Context: an optimization exercise on an open-source flow, tuned for small area, a short achievable clock period and few clock cycles per item. The choices shown serve that exercise and are no tape-out recipe.
Only simulation tests tie the RTL to the original design; equivalence was not proved.
Power and IR drop assume default switching activity.

==> flow/design.v <==
package karatsuba_pkg;
    typedef enum logic [2:0] {
        IDLE = 3'd0,
        LL   = 3'd1,
        HH   = 3'd2,
        MID  = 3'd3,
        COMB = 3'd4,
        DONE = 3'd5
    } state_e;
    function automatic int half_w(input int n);
        half_w = n / 2;
    endfunction
endpackage
module karatsuba_half_mul #(
    parameter int unsigned W = 17
) (
    input  logic [W-1:0]   a,
    input  logic [W-1:0]   b,
    output logic [2*W-1:0] p
);
    assign p = {{W{1'b0}}, a} * {{W{1'b0}}, b};
endmodule
module iterative_karatsuba_hs #(
    parameter int unsigned N = 32,
    parameter int unsigned H = karatsuba_pkg::half_w(N)
) (
    input  logic           clk,
    input  logic           rst,
    input  logic           enable,
    input  logic           in_valid,
    output logic           in_ready,
    input  logic           signed_mode,
    input  logic [N-1:0]   A,
    input  logic [N-1:0]   B,
    output logic           out_valid,
    input  logic           out_ready,
    output logic [2*N-1:0] C,
    output logic           busy
);
    if ((((N) % 2) != 0) || ((N) < 4) || ((H) != ((N) / 2))) begin : g_width_error 
        $error("iterative_karatsuba_hs: N must be even and >= 4, H must equal N/2"); 
    end
    localparam int unsigned W  = H + 1;
    localparam int unsigned RW = 2 * N + 2;
    karatsuba_pkg::state_e state_q, state_d;
    logic [N-1:0]   xa_q, xb_q;
    logic           neg_q;
    logic [2*H-1:0] p0_q, p2_q;
    logic [2*W-1:0] p1_q;
    logic [2*N-1:0] c_q;
    logic           out_valid_q;
    logic [N-1:0]   mag_a, mag_b;
    logic [W-1:0]   sum_x, sum_y;
    logic [W-1:0]   mul_a, mul_b;
    logic [2*W-1:0] mul_p;
    logic [RW-1:0]  mid_wide, r_wide;
    logic [2*N-1:0] r, c_next;
    logic           unused_r_hi;
    assign mag_a = (signed_mode && A[N-1]) ? -A : A;
    assign mag_b = (signed_mode && B[N-1]) ? -B : B;
    assign sum_x = {1'b0, xa_q[N-1:H]} + {1'b0, xa_q[H-1:0]};
    assign sum_y = {1'b0, xb_q[N-1:H]} + {1'b0, xb_q[H-1:0]};
    always_comb begin
        mul_a = '0;
        mul_b = '0;
        case (state_q)
            karatsuba_pkg::LL: begin
                mul_a = {1'b0, xa_q[H-1:0]};
                mul_b = {1'b0, xb_q[H-1:0]};
            end
            karatsuba_pkg::HH: begin
                mul_a = {1'b0, xa_q[N-1:H]};
                mul_b = {1'b0, xb_q[N-1:H]};
            end
            karatsuba_pkg::MID: begin
                mul_a = sum_x;
                mul_b = sum_y;
            end
            default: begin
                mul_a = '0;
                mul_b = '0;
            end
        endcase
    end
    karatsuba_half_mul #(
        .W(W)
    ) u_half_mul (
        .a(mul_a),
        .b(mul_b),
        .p(mul_p)
    );
    always_comb begin
        mid_wide = RW'(p1_q) - RW'(p2_q) - RW'(p0_q);
        r_wide   = (RW'(p2_q) << N) + (mid_wide << H) + RW'(p0_q);
        r        = r_wide[2*N-1:0];
        c_next   = neg_q ? -r : r;
    end
    assign unused_r_hi = ^r_wide[RW-1:2*N];
    always_comb begin
        state_d = state_q;
        case (state_q)
            karatsuba_pkg::IDLE:    if (in_valid) state_d = karatsuba_pkg::LL;
            karatsuba_pkg::LL:      state_d = karatsuba_pkg::HH;
            karatsuba_pkg::HH:      state_d = karatsuba_pkg::MID;
            karatsuba_pkg::MID:     state_d = karatsuba_pkg::COMB;
            karatsuba_pkg::COMB:    state_d = karatsuba_pkg::DONE;
            karatsuba_pkg::DONE:    if (out_ready) state_d = karatsuba_pkg::IDLE;
            default: state_d = karatsuba_pkg::IDLE;
        endcase
    end
    always_ff @(posedge clk) begin
        if (rst) begin
            state_q     <= karatsuba_pkg::IDLE;
            xa_q        <= '0;
            xb_q        <= '0;
            neg_q       <= 1'b0;
            p0_q        <= '0;
            p1_q        <= '0;
            p2_q        <= '0;
            c_q         <= '0;
            out_valid_q <= 1'b0;
        end else if (enable) begin
            state_q <= state_d;
            case (state_q)
                karatsuba_pkg::IDLE: begin
                    if (in_valid) begin
                        xa_q  <= mag_a;
                        xb_q  <= mag_b;
                        neg_q <= signed_mode & (A[N-1] ^ B[N-1]);
                    end
                end
                karatsuba_pkg::LL:   p0_q <= mul_p[2*H-1:0];
                karatsuba_pkg::HH:   p2_q <= mul_p[2*H-1:0];
                karatsuba_pkg::MID:  p1_q <= mul_p;
                karatsuba_pkg::COMB: begin
                    c_q         <= c_next;
                    out_valid_q <= 1'b1;
                end
                karatsuba_pkg::DONE: if (out_ready) out_valid_q <= 1'b0;
                default: ;
            endcase
        end
    end
    assign in_ready  = (state_q == karatsuba_pkg::IDLE);
    assign busy      = (state_q != karatsuba_pkg::IDLE);
    assign out_valid = out_valid_q;
    assign C         = c_q;
endmodule
==> flow/run.sh <==
#!/bin/bash
# synth_recipe.tcl (not shown) runs the flow's synth.tcl, then flattens the netlist and writes it again
# the make line also repeats each setting of config.mk as NAME=value (left out here)
make -C /OpenROAD-flow-scripts/flow DESIGN_CONFIG=/design/flow/config.mk WORK_HOME=/design/flow/orfs CLKGATE_MAP_FILE= SYNTH_SCRIPT=/design/flow/synth_recipe.tcl finish
==> flow/config.mk <==
export PLATFORM = sky130hd
export DESIGN_NAME = iterative_karatsuba_hs
export DESIGN_NICKNAME = iterative_karatsuba_hs
export VERILOG_FILES = /design/flow/design.v
export SDC_FILE = /design/flow/constraint.sdc
export NUM_CORES = 4
export LEC_CHECK = 0
export CAP_MARGIN = 20
export CORE_MARGIN = 2
export CORE_UTILIZATION = 40
export SLEW_MARGIN = 20
==> flow/constraint.sdc <==
create_clock -name core_clock -period 9.5 [get_ports {clk}]
set_input_delay 1.9000 -clock core_clock [delete_from_list [all_inputs] [get_ports {clk}]]
set_output_delay 1.9000 -clock core_clock [all_outputs]
set_load 0.01 [all_outputs]
==> run notes <==
outcome=finished clean; cell depth of the worst setup path=39; part of the total power dissipated in the clock network=0.284; top fanout value on the critical path=5; crit start category=flip-flop; fraction of power consumed by combinational cells=0.476; DR vias/cell=about 5.4; distinct cell type count of the synthesized netlist=100; Synth async-reset ratio=0; number of design rule violations left after detail routing=0; overall track demand over capacity in global routing=0.232; power dissipated by switching net loads=approximately 1.8 mW; setup tns final=0 ns; number of antenna violations at the first check in global routing=1; number of global-route vias before repair=24982; 1st-pass router iterations=6; Std-Cell Core Area=a little over 70000 sq um; netlist area before placement=28600 sq um; number of enable-type register cells in the synthesized netlist=0; nets=between 4000 and 5000; max capacitance violation total=0; library cell appearing most often on the critical path=sky130_fd_sc_hd__fa_1; Clk Latency, worst-skew pair=0.60 ns; fraction of layout cells with a size suffix above 1=0.0609; antenna-violating nets left=0; ys flop type=sky130_fd_sc_hd__dfxtp_1; Worst path max stage delay=about 0.54 ns; post-placement cell area=about 31000 sq um; drt total wl=around 86 mm; Area growth, synth to finish=13.2%; number of slew-limit violations in the final report=0; antenna diode instance count=0; wire length per cell=between 15 and 20 um; leading area contributor after synthesis=sky130_fd_sc_hd__dfxtp_1; final design instance area without fill=approximately 32000 sq um; crit path capture type=flip-flop; maximum number of pins on one net before global-route repair=around 120; setup slack, reg-to-reg=just under 0.5 ns; number of sinks handled by clock tree synthesis=around 230; Hold-fix buffers, CTS=0; number of cells produced by synthesis=3725; wire length of the first global-routing pass=approximately 140 mm; syn nets=4279; total global routing overflow=0; GP Congestion=between 0.9 and 1; number of endpoints failing setup at the final stage=0; via count=between 20000 and 30000; port bufs=roughly 140; Crit Reg-Reg Startpoint=xa_q[0]$_SDFFE_PP0P_; sequential-to-total area share from yosys stat=0.162; leak pwr=approximately 14 nW; top-area cell type share of the netlist area=0.162; effective utilization at floorplan=0.406; dpl hpwl=~70 mm; CTS H-Tree Depth=1; Chip Width=271 um; critical path's top delay family=adder cells; row cnt=just under 100; post-route fraction of the period consumed by the critical path=0.949; slew at the pin closest to its max-slew limit=just over 0.9 ns; type of the most critical hold path=reg2reg; arrival time worst endpoint=9.47 ns; leading cell type by number of instances after synthesis=sky130_fd_sc_hd__nand2_1; register bit total from synthesis=approximately 230; Iteration-0 DRC Markers=1611; TritonCTS clock tree=built; clock tree root driver cell=sky130_fd_sc_hd__clkbuf_16; Max IR drop VDD=0.141 mV; worst-case reg-to-reg path depth=39; final count of hold timing violations=0; standard cell with the maximum stage delay on the critical path=sky130_fd_sc_hd__fa_1; number of buffers and inverters on the critical path=7; worst setup path class=reg2reg; Synth top cells by count=549 x sky130_fd_sc_hd__nand2_1, 393 x sky130_fd_sc_hd__inv_1, 315 x sky130_fd_sc_hd__a21oi_1; sw frac=0.411; required time reported for the critical path endpoint=9.96 ns; height of the die=about 270 um; highest attainable clock frequency=111 MHz; Crit Reg-Reg Endpoint=p1_q[26]$_SDFFE_PP0P_; relative contribution of sequential cells to total power=0.240; die area=73500 sq um; startpoint of the most critical setup path=xa_q[0]$_SDFFE_PP0P_; cell types with the largest area share after synthesis=sky130_fd_sc_hd__dfxtp_1 16%, sky130_fd_sc_hd__fa_1 16%, sky130_fd_sc_hd__ha_1 11%; power density over the cells=between 100 and 150 nW/um^2; synthesis warning total=1; number of buffers created by CTS=28; Bufs on Longest Clock Path=3; number of top-level pins=between 100 and 150; worst max-slew margin expressed relative to the limit=0.375; fill count=7186; per-instance average area after synthesis=between 7 and 8 sq um; Reg clk slew, reported paths=approximately 0.060 ns; Internal=2.51 mW; Critical Path Sink=p1_q[26]$_SDFFE_PP0P_; minimum period implied by the final worst setup slack=about 9.0 ns; skew final=0.0366 ns
-- area by class of cell --
type | count | area, sq um | share of cell area
clock buffers | 39 | 802 | 0.0248
inverters | 399 | 1500 | 0.0463
repair buffers | 220 | 2000 | 0.0620
multi-input cells | 2922 | 22000 | 0.680
clock inverters | 13 | 251 | 0.00778
well taps | 940 | 1180 | 0.0364
flip-flops and latches | 231 | 4630 | 0.143
-- sequential cells by signal, summed over array words and instances (netlist names) --
signal and count:
xb_q 32, out_valid_q 1, p0_q 32, p2_q 32, state_q 3, c_q 64
neg_q 1, xa_q 32, p1_q 34
-- tightest hold or removal path, cell delays in order, from the launching register on --
cell and delay, ns:
sky130_fd_sc_hd__dfxtp_1 0.31, sky130_fd_sc_hd__nand2_1 0.05, sky130_fd_sc_hd__a21oi_1 0.05
-- cells in the final DEF, fill, tap and decap left out, types with 23 or more instances in the layout --
cell type / count
sky130_fd_sc_hd__nor3_1: 70
sky130_fd_sc_hd__o31ai_1: 26
sky130_fd_sc_hd__inv_1: 393
sky130_fd_sc_hd__nand2_1: 549
sky130_fd_sc_hd__nor2b_1: 30
sky130_fd_sc_hd__and2_1: 83
sky130_fd_sc_hd__xnor2_1: 149
sky130_fd_sc_hd__buf_4: 81
sky130_fd_sc_hd__and3_1: 30
sky130_fd_sc_hd__clkbuf_16: 28
sky130_fd_sc_hd__a21o_1: 64
sky130_fd_sc_hd__nor2_1: 288
sky130_fd_sc_hd__o21a_1: 26
sky130_fd_sc_hd__fa_1: 228
sky130_fd_sc_hd__a21oi_1: 304
sky130_fd_sc_hd__ha_1: 255
sky130_fd_sc_hd__xor2_1: 87
sky130_fd_sc_hd__o21ai_0: 161
sky130_fd_sc_hd__nand3_1: 50
sky130_fd_sc_hd__nand4_1: 23
sky130_fd_sc_hd__o21bai_1: 24
sky130_fd_sc_hd__dfxtp_1: 229
sky130_fd_sc_hd__or3_1: 45
sky130_fd_sc_hd__a211oi_1: 116
sky130_fd_sc_hd__clkdlybuf4s50_1: 135
-- layer usage --
layer,track usage,up-vias,part of all wire
met5,0,-,0
met4,0.0557,0,0.026
li1,-,12820,-
met2,0.399,567,0.47
met3,0.0165,101,0.040
met1,0.318,12329,0.46
-- worst min-delay path by stage --
stage	startpoint	to	slack [ns]	cells past startpoint
after global routing	p1_q[21]$_SDFFE_PP0P_	p1_q[21]$_SDFFE_PP0P_	0.47	2
after CTS	c_q[56]$_SDFFE_PP0P_	c_q[56]$_SDFFE_PP0P_	0.45	2
final	c_q[32]$_SDFFE_PP0P_	c_q[32]$_SDFFE_PP0P_	0.45	2
after detailed placement	c_q[56]$_SDFFE_PP0P_	c_q[56]$_SDFFE_PP0P_	0.45	2
after global placement	c_q[44]$_SDFFE_PP0P_	c_q[44]$_SDFFE_PP0P_	0.44	2
after floorplan	p1_q[29]$_SDFFE_PP0P_	p1_q[29]$_SDFFE_PP0P_	0.44	2
-- power by group through the flow --
stage               Combinational (mW)  Clock, mW  Sequential, mW
finish                            2.03       1.21            1.02
global route                      2.24       1.28            1.02
CTS                               2.00       1.24            1.02
detailed placement                1.98          0            1.04
global placement                  1.99          0            1.04
floorplan                         1.47          0            1.03
-- through the flow --
stage	setup slack (ns)	utilization	hold WS, ns	instances	power, mW
final	0.487	0.459	0.451	4764	4.26
after global routing	-0.0142	0.459	0.473	4764	4.55
after CTS	0.00970	0.456	0.454	4754	4.26
after detailed placement	0.0102	0.441	0.445	4702	3.03
after global placement	0.102	0.441	0.441	4702	3.03
after floorplan	0.258	-	0.436	3725	2.50
-- cell families after synthesis --
family | Yosys count | share of synthesized area
AOI/OAI and AO/OA | 915 | 0.206
adders and majority gates | 484 | 0.272
buffers and inverters | 572 | 0.0759
DFF | 231 | 0.162
and+or+nand+nor | 1259 | 0.201
xor gates and xnor gates | 242 | 0.0748
muxes | 22 | 0.00793
-- repair_timing --
item	4_1_cts	5_1_grt
resized for setup	1	39
hold endpoints to repair	0	0
buffers inserted	0	10
pin swaps	0	10
setup endpoints to repair	10	41
Testbench counts, summed over its fixed seeds: cycles 12,288, items 2,048.

## separate check: timing with driven ports
No port has a modelled driver above. Below, the same layout with a new extraction and two added sets of constraints. Step 1: set_driving_cell puts a clkbuf_16 on clk and a buf_2 on each other input, an assumption about the parent block. Step 2 times the ports against the registers' clock, not the clock port: input delays grow and output delays shrink by t, the midpoint of the rising clock arrivals with the driver on. a / b / c = no drivers / after step 1 / after step 2; a / b = the first two.
t (ns): 0.639
setup WS [ns]: 0.487 / 0.487 / 0.487
worst setup path after step 2: register to register
After both steps this run still meets setup and hold. The setup slack of this run moves by 0.000 ns with the drivers and by 0.000 ns with both steps.
